Context: an optimization exercise on an open-source flow, tuned for small area and a short achievable clock period. The choices shown serve that exercise and are no tape-out recipe. At most, simulation tests tie the RTL to the original design; equivalence was not proved.

## cordic_rotator
module cordic_rotator (
    input  logic                    clk,
    input  logic                    rst_n,
    input  logic                    in_valid,
    input  logic [9-1:0] in_x,
    input  logic [9-1:0] in_y,
    input  logic [9-1:0] in_angle,
    output logic                    out_valid,
    output logic [32-1:0]    out_x,
    output logic [32-1:0]    out_y
);
    localparam logic [10:0] PIPE = 11'b11111111111;
    function automatic logic [22:0] add_ci(
        input logic [22:0] a,
        input logic [22:0] b,
        input logic        ci
    );
        logic [23:0] s;
        s      = {a, 1'b1} + {b, ci};
        add_ci = s[23:1];
    endfunction
    function automatic logic signed [22:0] addsub(
        input logic signed [22:0] a,
        input logic signed [22:0] b,
        input logic               sub
    );
        addsub = add_ci(a, b ^ {23{sub}}, sub);
    endfunction
    logic signed [8:0] ain;
    logic [3:0]        qs;
    assign ain   = in_angle;
    assign qs[0] = ain < -135 || ain >= 135;
    assign qs[1] = ain >= -135 && ain < -45;
    assign qs[2] = ain >= -45 && ain < 45;
    assign qs[3] = ain >= 45 && ain < 135;
    logic              v0;
    logic signed [8:0] x0, y0, a0;
    logic [7:0]        q0;
    cordic_pipe #(.W(35), .EN(PIPE[0])) p0 (.clk(clk),
        .d({in_x, in_y, in_angle, ~qs, qs}), .q({x0, y0, a0, q0}));
    cordic_valid #(.EN(PIPE[0])) pv0 (.clk(clk), .rst_n(rst_n), .d(in_valid), .q(v0));
    logic signed [9:0] xe, ye, xn, yn, xq, yq;
    logic [3:0]        qy;
    assign xe = x0;
    assign ye = y0;
    assign xn = -xe;
    assign yn = -ye;
    assign qy = ~q0[7:4];
  ...
For scale: ~95 I/O pins.
export LEC_CHECK = 0
export ABC_AREA = 1
export CAP_MARGIN = 20
export CORE_MARGIN = 2
export CORE_UTILIZATION = 40
export CTS_CLUSTER_DIAMETER = 100
export CTS_CLUSTER_SIZE = 25
export SLEW_MARGIN = 20
create_clock -name core_clock -period 10.5 [get_ports {clk}]
standard.sh (not shown) runs the stock make flow with config.mk's settings and CLKGATE_MAP_FILE= SYNTH_SCRIPT=/design/flow/synth_recipe.tcl, a recipe that flattens the netlist after the stock synthesis.
==> flow/flow/run.sh <==
#!/bin/bash
# Standard layout, with timing repair aimed at a tighter period than the
# constraint (setup margin), so that repair keeps improving the paths that
# set the achieved period. The SDC and the clock period are unchanged.
set -euo pipefail
bash standard.sh SETUP_SLACK_MARGIN=7.2 finish > standard_flow.log 2>&1
The baseline finished with timing, DRC and antenna clean.
Edit:
CORE_UTILIZATION = 70   (was 40)
CTS_CLUSTER_DIAMETER = not set   (was 100)
CTS_CLUSTER_SIZE = not set   (was 25)
PLACE_DENSITY = 0.85   (was not set)
What happened:
- clock skew fell by 0.011 ns
- non-clock buffer count rose by 23
- via count rose by 9.9%
- final area rose by 2.2%
- routed wire length rose by 7.9%
- worst hold slack gains 0.0087 ns
- synthesized area stays the same
Edit:
CORE_UTILIZATION = 40   (was 70)
CTS_CLUSTER_DIAMETER = 100   (was not set)
CTS_CLUSTER_SIZE = 30   (was not set)
PLACE_DENSITY = not set   (was 0.85)
- die area came out higher by well over a third
- worst setup slack gains 0.22 ns
- cell area is lower by a few percent
- non-clock buffer count shrinks by 31
- clock skew grows by 0.012 ns
- cell count increases by a little under a tenth
- sequential cell count stays the same
Edit:
CORE_UTILIZATION = 60   (was 40)
CTS_CLUSTER_DIAMETER = not set   (was 100)
CTS_CLUSTER_SIZE = not set   (was 30)
PLACE_DENSITY = 0.7   (was not set)
Hold slack gets worse by 0.010 ns. Final cell count falls by about 6%. Worst setup slack gets worse by 0.029 ns. Global-route usage rises by 10 points. Critical path depth rises by 1. Fmax falls by 0.89%. Count of clock-buffer cells in the layout rises by 52.
Edit:
CORE_UTILIZATION = 40   (was 60)
CTS_CLUSTER_DIAMETER = 100   (was not set)
CTS_CLUSTER_SIZE = 22   (was not set)
PLACE_DENSITY = not set   (was 0.7)
Outcome: The changed run ran to the end with no violations; register-to-register slack gets better by 0.03 ns; design area shrinks by 1.5%; global-route usage went down by 10 points; routed wire length rose by 1.8%.
Edit:
--- a/flow/flow/run.sh
+++ b/flow/flow/run.sh
@@ -6 +6 @@
-bash standard.sh SETUP_SLACK_MARGIN=7.2 finish > standard_flow.log 2>&1
+bash standard.sh SETUP_SLACK_MARGIN=7.35 finish > standard_flow.log 2>&1
The new run passed the timing, design-rule and antenna checks.
Utilization increases by 1.3 points.
Die area does not change.
Worst hold slack improved by 0.0092 ns.
Worst setup slack stays flat.
Non-clock buffer count increases by 42.

* * *

Setup of main:
cordic_rotator, a different RTL version from the one above (not shown whole).
For scale: roughly 590 flip-flops, roughly 95 I/O pins, roughly 48000 um^2 of cells after synthesis.
## cordic_rotator
module cordic_rotator (
    input  logic                    clk,
    input  logic                    rst_n,
    input  logic                    in_valid,
    input  logic [9-1:0] in_x,
    input  logic [9-1:0] in_y,
    input  logic [9-1:0] in_angle,
    output logic                    out_valid,
    output logic [32-1:0]    out_x,
    output logic [32-1:0]    out_y
);
clock: 10.5 ns
lec_check: 0
abc_area: 1
cap_margin: 20
core_margin: 2
core_utilization: 40
slew_margin: 20
run.sh (not shown) runs the stock make flow with config.mk's settings and CLKGATE_MAP_FILE= SYNTH_SCRIPT=/design/flow/synth_recipe.tcl, a recipe that flattens the netlist after the stock synthesis.
Stock flow here: none of the scripts above is used.
main | stages: all done | timing, DRC, antenna: all pass
The following lists how the feature branch was set up differently from main:
Settings: SETUP_SLACK_MARGIN now 5, previously not set; ABC_AREA no longer set, was 1.
Findings:
The higher utilization after layout came out of the feature branch.
From main to the feature branch the numbers moved as follows: vias per cell now larger; register-to-register slack went up 290 ps; die area down 9.9%; area added between synthesis and finish grew by 0.74 points.
The feature branch vs main on total instance count after detailed placement: the feature branch is the lower one.
Looking at slowest stage cell on the critical path, the a21o_1 result is from the feature branch; the clkinv_1 one comes from main.
Global placement routability congestion in the feature branch is 4.6% lower than in main

* * *

cordic_rotator with an RTL version that a note above also has.
For scale: roughly 95 I/O pins.
clock: 10.5 ns
lec_check: 0
abc_area: 1
cap_margin: 20
core_margin: 2
core_utilization: 40
cts_cluster_diameter: 100
cts_cluster_size: 25
slew_margin: 20
standard.sh (not shown) runs the stock make flow with config.mk's settings and CLKGATE_MAP_FILE= SYNTH_SCRIPT=/design/flow/synth_recipe.tcl, a recipe that flattens the netlist after the stock synthesis.
==> flow/flow/run.sh <==
#!/bin/bash
# Standard layout, with timing repair aimed at a tighter period than the
# constraint (setup margin), so that repair keeps improving the paths that
# set the achieved period. The SDC and the clock period are unchanged.
set -euo pipefail
bash standard.sh SETUP_SLACK_MARGIN=7.0 finish > standard_flow.log 2>&1
The starting point completed without violations.
Change:
--- a/flow/flow/run.sh
+++ b/flow/flow/run.sh
@@ -5,2 +5,2 @@
 set -euo pipefail
-bash standard.sh SETUP_SLACK_MARGIN=7.0 finish > standard_flow.log 2>&1
+bash standard.sh SETUP_SLACK_MARGIN=7.2 finish > standard_flow.log 2>&1
Settings changed: CTS_BUF_LIST set to sky130_fd_sc_hd__clkbuf_8, CTS_CLUSTER_DIAMETER 100 to not set, CTS_CLUSTER_SIZE 25 to 30.
Effect: Synthesized area does not change. Die area does not change. Final area increases by 3.6%. Critical path depth is unchanged.
Change:
Settings changed: CAP_MARGIN 20 to 10, CTS_BUF_LIST sky130_fd_sc_hd__clkbuf_8 to not set, CTS_CLUSTER_DIAMETER set to 100, CTS_CLUSTER_SIZE 30 to 22, SLEW_MARGIN 20 to 10.
=> Count of clock-buffer cells in the layout came out lower by 90. Routed wire length came out lower by 0.96%. Die area does not change. Synthesized area does not change. First-iteration DRC count stays flat. Register-to-register slack is about the same. Setup slack improves by 0.14 ns. Critical path depth does not change.
Change:
Settings changed: CAP_MARGIN 10 to 20, CTS_CLUSTER_DIAMETER 100 to not set, CTS_CLUSTER_SIZE 22 to not set, SLEW_MARGIN 10 to 20.
The changed run finished clean.
Count of clock-buffer cells in the layout came out higher by 50.
Worst hold slack is about the same.
Worst setup slack is worse by 0.082 ns.
Routed wire length rises by 1.0%.
Cell count came out higher by 0.83%.
Clock skew fell by 0.014 ns.
Area after synthesis stays the same.
Fmax falls by 2.5%.
Cell area increases by 2.4%.
Change:
--- a/flow/flow/run.sh
+++ b/flow/flow/run.sh
@@ -5,2 +5,2 @@
 set -euo pipefail
-bash standard.sh SETUP_SLACK_MARGIN=7.2 finish > standard_flow.log 2>&1
+bash standard.sh SETUP_SLACK_MARGIN=7.1 finish > standard_flow.log 2>&1
Settings changed: CTS_CLUSTER_DIAMETER set to 100, CTS_CLUSTER_SIZE set to 25.
Result: Worst setup slack got worse by 0.0071 ns. Fmax hardly moves. Design area is lower by 2.6%. Clock skew climbs by 0.021 ns.

* * *

Another version of the RTL of cordic_rotator (not shown whole).
Size in the first run: about 5000 cells after synthesis, about 630 flip-flops, ~95 I/O pins.
clock: 10.5 ns
lec_check: 0
abc_area: 1
cap_margin: 20
core_margin: 2
core_utilization: 40
cts_cluster_diameter: 100
cts_cluster_size: 30
slew_margin: 20
==> flow/flow/run.sh <==
#!/bin/bash
# Standard layout, with timing repair aimed at a tighter period than the
# constraint (setup margin), so that repair keeps improving the paths that
# set the achieved period. The SDC and the clock period are unchanged.
set -euo pipefail
bash standard.sh SETUP_SLACK_MARGIN=7.2 finish > standard_flow.log 2>&1
Edit:
ABC_AREA = unset   (was 1)
CTS_CLUSTER_SIZE = 25   (was 30)
What happened:
- flip-flop and latch count does not change
- via count shrinks by a few percent
- clock-buffer cell count stays the same
- synthesized cell count shrinks by about a fifth
- final area grows slightly
- routed wire length shrinks by a few percent
- global-route usage shrinks by 0.38 points
Edit:
--- a/flow/flow/run.sh
+++ b/flow/flow/run.sh
@@ -6 +6 @@
-bash standard.sh SETUP_SLACK_MARGIN=7.2 finish > standard_flow.log 2>&1
+bash standard.sh SETUP_SLACK_MARGIN=7.0 finish > standard_flow.log 2>&1
ABC_AREA = 1   (was unset)
The changed run passed the timing, design-rule and antenna checks.
Maximum frequency grows by a few percent.
Count of clock-buffer cells in the layout grows by 6.
Die area grows by a few percent.
Final cell count grows by about a fifth.
Via count grows by a few percent.
Clock skew shrinks by 0.0061 ns.
Synthesized area grows by a few percent.
Edit:
--- a/flow/flow/run.sh
+++ b/flow/flow/run.sh
@@ -6 +6 @@
-bash standard.sh SETUP_SLACK_MARGIN=7.0 finish > standard_flow.log 2>&1
+bash standard.sh SETUP_SLACK_MARGIN=7.2 finish > standard_flow.log 2>&1
Worst setup slack improved by 0.10 ns; wire length grows by 1.8%; register-to-register slack improved by 0.13 ns; final cell count grows by 0.44%; cell area grows by 1.6%; sequential share of layout area shrinks by 0.28 points; fmax grows by 3.1%.

* * *

## alpha
Another version of the RTL of cordic_rotator (not shown whole).
Size: about 630 flip-flops, roughly 95 I/O pins, about 0.043 mm^2 of cells after synthesis.
clock: 10.5 ns
lec_check: 0
cap_margin: 20
core_margin: 2
core_utilization: 40
slew_margin: 20
run.sh (not shown) runs the stock make flow with config.mk's settings and CLKGATE_MAP_FILE= SYNTH_SCRIPT=/design/flow/synth_recipe.tcl, a recipe that flattens the netlist after the stock synthesis.
Stock flow here: none of the scripts above is used.
## Diff of input files: beta against alpha
Settings: putting ABC_AREA at 1 where nothing was set.
==> flow/flow/run.sh (new file) <==
#!/bin/bash
# Standard layout, with timing repair aimed at a tighter period than the
# constraint (setup margin), so that repair keeps improving the paths that
# set the achieved period. The SDC and the clock period are unchanged.
set -euo pipefail
bash standard.sh SETUP_SLACK_MARGIN=6.9 finish > standard_flow.log 2>&1
==> flow/standard.sh (new file) <==
#!/bin/bash
# synth_recipe.tcl (not shown) runs the flow's synth.tcl, then flattens the netlist and writes it again
# the make line also repeats each setting of config.mk as NAME=value (left out here)
make -C /OpenROAD-flow-scripts/flow DESIGN_CONFIG=/design/flow/config.mk WORK_HOME=/design/flow/orfs CLKGATE_MAP_FILE= SYNTH_SCRIPT=/design/flow/synth_recipe.tcl "${@:-finish}"
removed: flow/run.sh
Results
- Between alpha and beta, the flow reports die height increasing by a few percent.
- Detailed-routed wire length on met3: beta > alpha
- Compared with alpha, beta shows a higher number of clock-tree buffers in the layout.
- Compared with alpha, beta shows a higher cell area after technology mapping.
- Time the final worst path needs with I/O delays and setup in beta is 0.90 ns lower than in alpha
- Launching instance or port of the critical path: xo[22] -> beta, p1.q[17] -> alpha
- Count of non-CTS buffers in the layout was higher in the run labelled beta.
- Between alpha and beta, the difference in antenna diode count is negligible.
- Per the comparison of beta with alpha, HPWL after detailed placement increased about 50%, clock buffer and inverter area fraction after layout now smaller.
### beta -> gamma
==> flow/run.sh (new file) <==
#!/bin/bash
# synth_recipe.tcl (not shown) runs the flow's synth.tcl, then flattens the netlist and writes it again
# the make line also repeats each setting of config.mk as NAME=value (left out here)
make -C /OpenROAD-flow-scripts/flow DESIGN_CONFIG=/design/flow/config.mk WORK_HOME=/design/flow/orfs CLKGATE_MAP_FILE= SYNTH_SCRIPT=/design/flow/synth_recipe.tcl finish
removed: flow/flow/run.sh
removed: flow/standard.sh
### Flow results
On global-route usage over all layers, gamma and beta are neck and neck.
The shortest period the worst path allows of gamma exceeds that of beta by 0.61 ns.
In terms of layout buffering overhead excluding clock cells, gamma and beta differ only marginally.
The sequential share of cell area of beta and that of gamma are within noise of each other.
Function was not checked in any run of this note: the RTL went through the layout flow alone.

* * *

Another version of the RTL of cordic_rotator (not shown whole).
For scale: ~5300 cells after synthesis, ~630 flip-flops, about 95 I/O pins, ~45000 um^2 of cells after synthesis.
clock: 10.5 ns
lec_check: 0
cap_margin: 20
core_margin: 2
core_utilization: 40
slew_margin: 20
standard.sh (not shown) runs the stock make flow with config.mk's settings and CLKGATE_MAP_FILE= SYNTH_SCRIPT=/design/flow/synth_recipe.tcl, a recipe that flattens the netlist after the stock synthesis.
==> flow/flow/run.sh <==
#!/bin/bash
# Standard layout, with timing repair aimed at a tighter period than the
# constraint (setup margin), so that repair keeps improving the paths that
# set the achieved period. The SDC and the clock period are unchanged.
set -euo pipefail
bash standard.sh SETUP_SLACK_MARGIN=7.2 finish > standard_flow.log 2>&1
The baseline passed the timing, design-rule and antenna checks.
Next try:
Settings changed: ABC_AREA from default to 1.
The changed run completed without violations.
Synthesized cell count increases by 28%.
Fmax rises by 11%.
Worst setup slack improves by 0.35 ns.
Via count is higher by 18%.
Count of clock-buffer cells in the layout went up by 4.
First-iteration DRC count went up by 25%.
Non-clock buffer count is lower by 75.
Clock skew grows by 0.0042 ns.
Global-route usage rises by 3.5 points.
Die area climbs by 7.1%.
No run of this note included a check of the RTL's function; only the layout flow was run.

* * *

cordic_rotator, a different RTL version from the one above (not shown whole).
For scale: ~4800 cells after synthesis, ~630 flip-flops, about 95 I/O pins, ~0.041 sq mm of cells after synthesis.
Design cordic_rotator, start of the top module:
module cordic_rotator (
    input  logic                    clk,
    input  logic                    rst_n,
    input  logic                    in_valid,
    input  logic [9-1:0] in_x,
    input  logic [9-1:0] in_y,
    input  logic [9-1:0] in_angle,
    output logic                    out_valid,
    output logic [32-1:0]    out_x,
    output logic [32-1:0]    out_y
);
==> flow/config.mk <==
export PLATFORM = sky130hd
export DESIGN_NAME = cordic_rotator
export DESIGN_NICKNAME = cordic_rotator
export VERILOG_FILES = /design/flow/design.v
export SDC_FILE = /design/flow/constraint.sdc
export NUM_CORES = 4
export LEC_CHECK = 0
export ABC_AREA = 1
export CAP_MARGIN = 20
export CORE_MARGIN = 2
export CORE_UTILIZATION = 40
export CTS_CLUSTER_DIAMETER = 100
export CTS_CLUSTER_SIZE = 25
export SLEW_MARGIN = 20
==> flow/constraint.sdc <==
create_clock -name core_clock -period 10.5 [get_ports {clk}]
set_input_delay 2.1000 -clock core_clock [delete_from_list [all_inputs] [get_ports {clk}]]
set_output_delay 2.1000 -clock core_clock [all_outputs]
set_load 0.01 [all_outputs]
==> flow/flow/run.sh <==
#!/bin/bash
# Standard layout, with timing repair aimed at a tighter period than the
# constraint (setup margin), so that repair keeps improving the paths that
# set the achieved period. The SDC and the clock period are unchanged.
set -euo pipefail
bash standard.sh SETUP_SLACK_MARGIN=7.1 finish > standard_flow.log 2>&1
The first run completed without violations.
Rerun with:
--- a/flow/flow/run.sh
+++ b/flow/flow/run.sh
@@ -5,2 +5,2 @@
 set -euo pipefail
-bash standard.sh SETUP_SLACK_MARGIN=7.1 finish > standard_flow.log 2>&1
+bash standard.sh SETUP_SLACK_MARGIN=7.2 finish > standard_flow.log 2>&1
Area after synthesis is unchanged. Utilization climbs by 0.43 points. Final cell count climbs slightly. Global-route usage climbs by 0.18 points. Design area climbs slightly. Hold slack is about the same. Sequential share of layout area drops by 0.24 points. Worst setup slack gains 10 ps.
No run of this note included a check of the RTL's function; only the layout flow was run.

what the ideal ports hide:
How much do the figures lean on ideal ports? The routed layouts below were timed once more, with nothing changed but the port constraints.
Step 1 assumes that a clkbuf_16 drives the clock port and a buf_2 every other input.
Step 2, shift: input delay + t, output delay - t, t = (earliest + latest rising clock arrival at the registers) / 2. This alone moves slack from input paths to output paths.
Three values: ideal ports, drivers, drivers and shift; two values: the first two.
| run | t, ns | setup slack, ns | worst setup path after step 2 | worst register clock-pin slew, ns |
|---|---|---|---|---|
| the first run of note 1 | 0.685 | 7.196 / 7.122 / 7.015 | input to register | 0.10 / 0.10 |
| the second run of note 1 | 0.689 | 7.034 / 7.034 / 6.861 | input to register | 0.07 / 0.07 |
| the third run of note 1 | 0.676 | 7.250 / 7.180 / 7.030 | input to register | 0.11 / 0.11 |
| the fourth run of note 1 | 0.676 | 7.221 / 7.157 / 6.978 | input to register | 0.07 / 0.07 |
| the fifth run of note 1 | 0.700 | 7.254 / 7.177 / 7.006 | input to register | 0.10 / 0.10 |
| the sixth run of note 1 | 0.700 | 7.256 / 7.183 / 7.031 | input to register | 0.09 / 0.09 |
| main | 0.699 | 5.206 / 5.206 / 5.206 | register to register | 0.07 / 0.07 |
| the feature branch | 0.683 | 5.494 / 5.494 / 5.494 | register to register | 0.06 / 0.06 |
| the first run of note 3 | 0.692 | 7.134 / 7.061 / 7.021 | input to register | 0.10 / 0.10 |
| the second run of note 3 | 0.847 | 7.115 / 7.047 / 7.004 | input to register | 0.07 / 0.07 |
| the third run of note 3 | 0.700 | 7.254 / 7.177 / 7.006 | input to register | 0.10 / 0.10 |
| the fourth run of note 3 | 0.718 | 7.172 / 7.102 / 6.993 | input to register | 0.07 / 0.07 |
| the fifth run of note 3 | 0.692 | 7.165 / 7.092 / 7.021 | input to register | 0.10 / 0.10 |
| the first run of note 4 | 0.696 | 7.147 / 7.083 / 6.965 | input to register | 0.11 / 0.11 |
| the second run of note 4 | 0.703 | 6.958 / 6.958 / 6.642 | input to register | 0.10 / 0.10 |
| the third run of note 4 | 0.665 | 7.109 / 7.062 / 7.053 | input to register | 0.10 / 0.10 |
| the fourth run of note 4 | 0.649 | 7.210 / 7.147 / 6.960 | input to register | 0.10 / 0.10 |
| alpha | 0.710 | 6.187 / 6.187 / 6.187 | register to register | 0.06 / 0.06 |
| beta | 0.722 | 7.082 / 7.009 / 6.973 | input to register | 0.08 / 0.08 |
| gamma | 0.722 | 6.470 / 6.470 / 6.470 | register to register | 0.08 / 0.08 |
| the first run of note 6 | 0.708 | 6.874 / 6.874 / 6.675 | input to register | 0.07 / 0.07 |
| the second run of note 6 | 0.734 | 7.220 / 7.152 / 6.981 | input to register | 0.06 / 0.06 |
| the first run of note 7 | 0.655 | 7.120 / 7.084 / 7.005 | input to register | 0.10 / 0.10 |
| the second run of note 7 | 0.712 | 7.130 / 7.061 / 6.996 | input to register | 0.11 / 0.11 |
After both steps every run listed still meets setup and hold. The setup slack of the second run of note 4, which loses most, moves by 0.000 ns with the drivers and by -0.316 ns with both steps.
